Context: an optimization exercise on an open-source flow, tuned for small area and a short achievable clock period. The choices shown serve that exercise and are no tape-out recipe. Only simulation tests tie the RTL to the original design; equivalence was not proved. Power is estimated from default activity; no workload was simulated.

==> flow/design.v (excerpt) <==
module rv_step_core (
  input  logic        clk,
  input  logic        rst,
  input  logic        step,
  output logic [5:0]  imem_addr,
  input  logic [31:0] imem_data,
  input  logic        wb_cyc,
  input  logic        wb_stb,
  input  logic [5:0]  wb_adr,
  output logic [31:0] wb_dat,
  output logic        wb_ack
);
  logic [31:0] pa, pp, pg, pb;
  logic [4:0]  psh;
  logic [4:0]  prd;
  logic [9:0]  psel;
  logic        pwr, pld, pst;
  logic        pbr_eq, pbr_sgn;
  logic [3:0]  peq, pltu;
  logic        plts;
  logic [4:0]  rs1, rs2;
  logic [31:0] rf_rs1, rf_rs2;
  logic [31:0] rs1_val, rs2_val;
  logic [31:0] alu_res, ld_data, result;
  logic [4:0]  mem_idx;
  logic        x;
  logic [31:0] mon_reg, mon_mem;
  assign rs1 = imem_data[19:15];
  assign rs2 = imem_data[24:20];
  decode_unit u_decode (
    .clk     (clk),
    .rst     (rst),
    .step    (step),
    .inst    (imem_data),
    .rs1_val (rs1_val),
    .rs2_val (rs2_val),
    .pa      (pa),
    .pp      (pp),
    .pg      (pg),
    .psh     (psh),
    .pidx    (mem_idx),
    .prd     (prd),
    .psel    (psel),
    .pwr     (pwr),
    .pld     (pld),
    .pst     (pst),
    .pbr_eq  (pbr_eq),
    .pbr_sgn (pbr_sgn),
    .peq     (peq),
    .pltu    (pltu),
    .plts    (plts)
  );
  execute_unit u_execute (
    .a       (pa),
    .pp      (pp),
    .pg      (pg),
    .shamt   (psh),
    .sel     (psel),
    .br_eq   (pbr_eq),
    .br_sgn  (pbr_sgn),
    .geq     (peq),
    .gltu    (pltu),
    .glts    (plts),
    .alu_res (alu_res),
    .x       (x)
  );
  assign pb = pa ^ pp;
  assign result  = ({32{pld}} & ld_data) | alu_res;
  assign rs1_val = (pwr && prd == rs1) ? result : rf_rs1;
  assign rs2_val = (pwr && prd == rs2) ? result : rf_rs2;
  register_bank u_regs (
    .clk      (clk),
    .write_en (pwr),
    .rd       (prd),
    .wdata    (result),
    .rs1      (rs1),
    .rs2      (rs2),
    .mon_addr (wb_adr[4:0]),
    .rs1_data (rf_rs1),
    .rs2_data (rf_rs2),
    .mon_data (mon_reg)
  ...
Size: ~9100 cells after synthesis, ~2200 flip-flops, ~82 I/O pins, roughly 120000 sq um of cells after synthesis.
Settings: LEC_CHECK=0, CAP_MARGIN=20, CORE_MARGIN=2, CORE_UTILIZATION=40, SETUP_SLACK_MARGIN=5, SLEW_MARGIN=20, SYNTH_HIERARCHICAL=1, TNS_END_PERCENT=0; clock period 10.0 ns.
standard.sh (not shown) runs the stock make flow with config.mk's settings and CLKGATE_MAP_FILE= SYNTH_SCRIPT=/design/flow/synth_recipe.tcl, a recipe that flattens the netlist after the stock synthesis.
==> flow/flow/run.sh <==
#!/bin/bash
# Layout flow: the standard flow (standard synthesis unchanged) with
#  - the port buffers made from sky130_fd_sc_hd__buf_4 instead of the default
#    choice (a delay buffer),
#  - timing repair allowed to change a cell's footprint, so that such cells
#    can be replaced, and
#  - timing repair aiming further below the clock period (a setup margin of
#    6.5 ns) on the worst path only (TNS_END_PERCENT 0), so that the achieved
#    period keeps improving past 5 ns.
# The constraints (clock period, I/O delays, loads) are the standard flow's, unchanged.
# Each make run writes its full output to a log here; ORFS's own per-step logs
# are under orfs/logs.
set -euo pipefail
bash standard.sh \
  "BUFFER_PORTS_ARGS=-buffer_cell sky130_fd_sc_hd__buf_4" \
  "MATCH_CELL_FOOTPRINT=0" \
  "SETUP_SLACK_MARGIN=6.5" \
  "TNS_END_PERCENT=0" \
  finish > standard_finish.log 2>&1
==> next run, changes <==
--- a/flow/config.mk
+++ b/flow/config.mk
@@ -10,2 +10,4 @@
 export CORE_UTILIZATION = 40
+export CTS_CLUSTER_DIAMETER = 100
+export CTS_CLUSTER_SIZE = 24
 export SETUP_SLACK_MARGIN = 5
What happened: The new run ran to the end with no violations. Synthesized area stays the same. Synthesized cell count is unchanged. Worst setup slack gets worse by 0.068 ns. Clock skew falls by 0.0098 ns. Cell area is lower by 3.2%. Wire length falls by 0.65%. Total power shrinks by 13%.
==> next run, changes <==
--- a/flow/flow/run.sh
+++ b/flow/flow/run.sh
@@ -7,3 +7,3 @@
 #  - timing repair aiming further below the clock period (a setup margin of
-#    6.5 ns) on the worst path only (TNS_END_PERCENT 0), so that the achieved
+#    6.5 ns) on the worst 30% of the failing endpoints (TNS_END_PERCENT 30), so that the achieved
 #    period keeps improving past 5 ns.
@@ -17,3 +17,3 @@
   "SETUP_SLACK_MARGIN=6.5" \
-  "TNS_END_PERCENT=0" \
+  "TNS_END_PERCENT=30" \
   finish > standard_finish.log 2>&1
--- a/flow/config.mk
+++ b/flow/config.mk
@@ -10,4 +10,2 @@
 export CORE_UTILIZATION = 40
-export CTS_CLUSTER_DIAMETER = 100
-export CTS_CLUSTER_SIZE = 24
 export SETUP_SLACK_MARGIN = 5
After rerunning:
- The new run went through all stages and came out clean
- sequential share of layout area decreases by 4.6 points
- worst setup slack is better by 0.14 ns
- synthesized cell count is unchanged
- sequential power barely changes
- routed wire length rises by 9.1%
- count of clock-buffer cells in the layout climbs by 148
- via count is higher by about 6%
- design area increases by about 10%
- synthesized area is unchanged


quartz:
rv_step_core, a different RTL version from the one above (not shown whole).
Size in the first run: ~6,000 cells after synthesis, ~2,200 flip-flops, about 82 I/O pins.
clock: 10.0 ns
lec_check: 0
cap_margin: 20
core_margin: 2
core_utilization: 60
cts_cluster_diameter: 100
cts_cluster_size: 24
place_density: 0.7
setup_slack_margin: 5
slew_margin: 20
tns_end_percent: 0
==> flow/flow/run.sh <==
#!/bin/bash
# Layout flow: the standard flow (standard synthesis unchanged) with
#  - the port buffers made from sky130_fd_sc_hd__buf_4 instead of the default
#    choice (a delay buffer),
#  - timing repair allowed to change a cell's footprint, so that such cells
#    can be replaced, and
#  - timing repair aiming further below the clock period (a setup margin of
#    6.5 ns) on the worst path only (TNS_END_PERCENT 0), so that the achieved
#    period keeps improving past 5 ns.
# The constraints (clock period, I/O delays, loads) are the standard flow's, unchanged.
# Each make run writes its full output to a log here; ORFS's own per-step logs
# are under orfs/logs.
set -euo pipefail
bash standard.sh \
  "BUFFER_PORTS_ARGS=-buffer_cell sky130_fd_sc_hd__buf_4" \
  "MATCH_CELL_FOOTPRINT=0" \
  "SETUP_SLACK_MARGIN=6.5" \
  "TNS_END_PERCENT=0" \
  finish > standard_finish.log 2>&1
The flow did not stop early for quartz: all stages ran, and the layout cleared the timing, DRC and antenna checks.
Edits applied to the flow inputs when going from quartz to pepper:
# quartz
export LEC_CHECK = 0
export CAP_MARGIN = 20
export CORE_MARGIN = 2
export CORE_UTILIZATION = 60
export CTS_CLUSTER_DIAMETER = 100
export CTS_CLUSTER_SIZE = 24
export PLACE_DENSITY = 0.7
export SETUP_SLACK_MARGIN = 5
export SLEW_MARGIN = 20
export TNS_END_PERCENT = 0
create_clock -name core_clock -period 10.0 [get_ports {clk}]
# pepper
export LEC_CHECK = 0
export CAP_MARGIN = 20
export CORE_MARGIN = 2
export CORE_UTILIZATION = 45
export CTS_CLUSTER_DIAMETER = 100
export CTS_CLUSTER_SIZE = 24
export SETUP_SLACK_MARGIN = 5
export SLEW_MARGIN = 20
export TNS_END_PERCENT = 0
create_clock -name core_clock -period 10.0 [get_ports {clk}]
==> run summary <==
Comparing quartz and pepper, the lower number of antenna violations at the first check in global routing was measured on pepper. NOTE number of vias per cell quartz->pepper decreased by more than 10%. pepper: row count is 25 higher than what quartz reported. Compared to quartz, pepper shows a narrower setup margin. Global-route wire length before repair in pepper vs quartz: up 25,000 um.


## job 8070
Another version of the RTL of rv_step_core (not shown whole).
Size in the first run: about 6300 cells after synthesis, roughly 2200 flip-flops, roughly 82 I/O pins, about 110000 um^2 of cells after synthesis.
clock: 10.0 ns
lec_check: 0
cap_margin: 20
core_margin: 2
core_utilization: 40
setup_slack_margin: 5
slew_margin: 20
tns_end_percent: 0
==> flow/flow/run.sh <==
#!/bin/bash
# Layout flow: the standard flow (standard synthesis unchanged) with
#  - the port buffers made from sky130_fd_sc_hd__buf_4 instead of the default
#    choice (a delay buffer), and
#  - timing repair allowed to change a cell's footprint, so that such cells
#    can be replaced.
# Each make run writes its full output to a log here; ORFS's own per-step logs
# are under orfs/logs.
set -euo pipefail
bash standard.sh \
  "BUFFER_PORTS_ARGS=-buffer_cell sky130_fd_sc_hd__buf_4" \
  "MATCH_CELL_FOOTPRINT=0" \
  finish > standard_finish.log 2>&1
Input-level comparison between job 3117 and job 8070:
==> flow/flow/run.sh <==
#!/bin/bash
# Layout flow: the standard flow (standard synthesis unchanged) with
#  - the port buffers made from sky130_fd_sc_hd__buf_4 instead of the default
#    choice (a delay buffer),
#  - timing repair allowed to change a cell's footprint, so that such cells
#    can be replaced, and
#  - timing repair aiming further below the clock period (a setup margin of
#    6.5 ns) on the worst path only (TNS_END_PERCENT 0), so that the achieved
#    period keeps improving past 5 ns.
# The constraints (clock period, I/O delays, loads) are the standard flow's, unchanged.
# Each make run writes its full output to a log here; ORFS's own per-step logs
# are under orfs/logs.
set -euo pipefail
bash standard.sh \
  "BUFFER_PORTS_ARGS=-buffer_cell sky130_fd_sc_hd__buf_4" \
  "MATCH_CELL_FOOTPRINT=0" \
  "SETUP_SLACK_MARGIN=6.5" \
  "TNS_END_PERCENT=0" \
  finish > standard_finish.log 2>&1
### Flow results
Min cell area across job 8070 and job 3117: job 8070. Comparing job 8070 and job 3117, the higher met2 wirelength from detailed routing was measured on job 3117. Per the comparison of job 3117 with job 8070, switching share of power picked up an extra 0.33 points; number of nets in the final layout picked up an extra 115.


06-24:
RTL: one of the versions met above, not the one the previous note started from.
Size: ~6,000 cells after synthesis, about 2,200 flip-flops, roughly 82 I/O pins, ~110,000 sq um of cells after synthesis.
clock: 10.0 ns
lec_check: 0
cap_margin: 20
core_margin: 2
core_utilization: 40
cts_cluster_diameter: 100
cts_cluster_size: 24
setup_slack_margin: 5
slew_margin: 20
tns_end_percent: 0
==> flow/flow/run.sh <==
#!/bin/bash
# Layout flow: the standard flow (standard synthesis unchanged) with
#  - the port buffers made from sky130_fd_sc_hd__buf_4 instead of the default
#    choice (a delay buffer),
#  - timing repair allowed to change a cell's footprint, so that such cells
#    can be replaced, and
#  - timing repair aiming further below the clock period (a setup margin of
#    6.5 ns) on the worst path only (TNS_END_PERCENT 0), so that the achieved
#    period keeps improving past 5 ns.
# The constraints (clock period, I/O delays, loads) are the standard flow's, unchanged.
# Each make run writes its full output to a log here; ORFS's own per-step logs
# are under orfs/logs.
set -euo pipefail
bash standard.sh \
  "BUFFER_PORTS_ARGS=-buffer_cell sky130_fd_sc_hd__buf_4" \
  "MATCH_CELL_FOOTPRINT=0" \
  "SETUP_SLACK_MARGIN=6.5" \
  "TNS_END_PERCENT=0" \
  finish > standard_finish.log 2>&1
## Diff of input files: 07-05 against 06-24
-- flow/config.mk --
<<< 06-24, line 9
export CORE_MARGIN = 2
export CORE_UTILIZATION = 40
export CTS_CLUSTER_DIAMETER = 100
>>> 07-05, line 9
export CORE_MARGIN = 2
export CORE_UTILIZATION = 50
export CTS_CLUSTER_DIAMETER = 100
==> comparison <==
Going from 06-24 to 07-05, clock-pin slew of the registers on the worst-case setup and hold paths was more or less identical, average detailed-routed wire length per instance went up by 3.5 um. 07-05 against 06-24: worst setup slack lost 0.018 ns, setup clock skew after layout lost 0.020 ns, post-layout instance count excluding filler cells lost 786, fraction of final layout cells with drive strength greater than 1 neither gained nor lost much. Cell area | 07-05 vs 06-24 | 07-05 smaller.

## static timing again, ports no longer ideal
No port has a modelled driver above. Below, the same layouts with a new extraction and two added sets of constraints.
Step 1 assumes that a clkbuf_16 drives the clock port and a buf_2 every other input.
Step 2 moves the port delays by t, midway between the first and last clock arrival at a register: inputs arrive t later, outputs are due t later. That takes back most of the time a late clock gives input paths.
Slacks: ideal ports / drivers / drivers and shift; pairs: ideal ports / drivers.
run | shift t [ns] | setup slack, ns | hold slack, ns | slew at the worst register clock pin (ns)
the first run of note 1 | 1.013 | 5.256 / 5.182 / 4.169 | 0.433 / 0.433 / 0.433 | 0.07 / 0.07
the second run of note 1 | 0.934 | 5.188 / 5.126 / 4.192 | 0.439 / 0.439 / 0.439 | 0.11 / 0.11
the third run of note 1 | 1.041 | 5.332 / 5.277 / 4.335 | 0.422 / 0.422 / 0.422 | 0.07 / 0.07
quartz | 0.907 | 5.283 / 4.863 / 3.956 | 0.434 / 0.434 / 0.434 | 0.11 / 0.11
pepper | 0.930 | 5.251 / 5.053 / 4.123 | 0.422 / 0.422 / 0.422 | 0.11 / 0.11
job 8070 | 0.981 | 4.866 / 4.733 / 3.752 | 0.445 / 0.445 / 0.445 | 0.07 / 0.07
job 3117 | 0.982 | 5.132 / 4.967 / 3.985 | 0.443 / 0.443 / 0.443 | 0.07 / 0.07
06-24 | 0.901 | 5.301 / 4.946 / 4.045 | 0.441 / 0.441 / 0.441 | 0.11 / 0.11
07-05 | 0.910 | 5.283 / 4.811 / 3.901 | 0.425 / 0.425 / 0.425 | 0.11 / 0.11
After both steps setup and hold are still met in every run listed. For 07-05, which loses most, drivers alone change the setup slack by -0.472 ns; drivers and shift together by -1.382 ns.
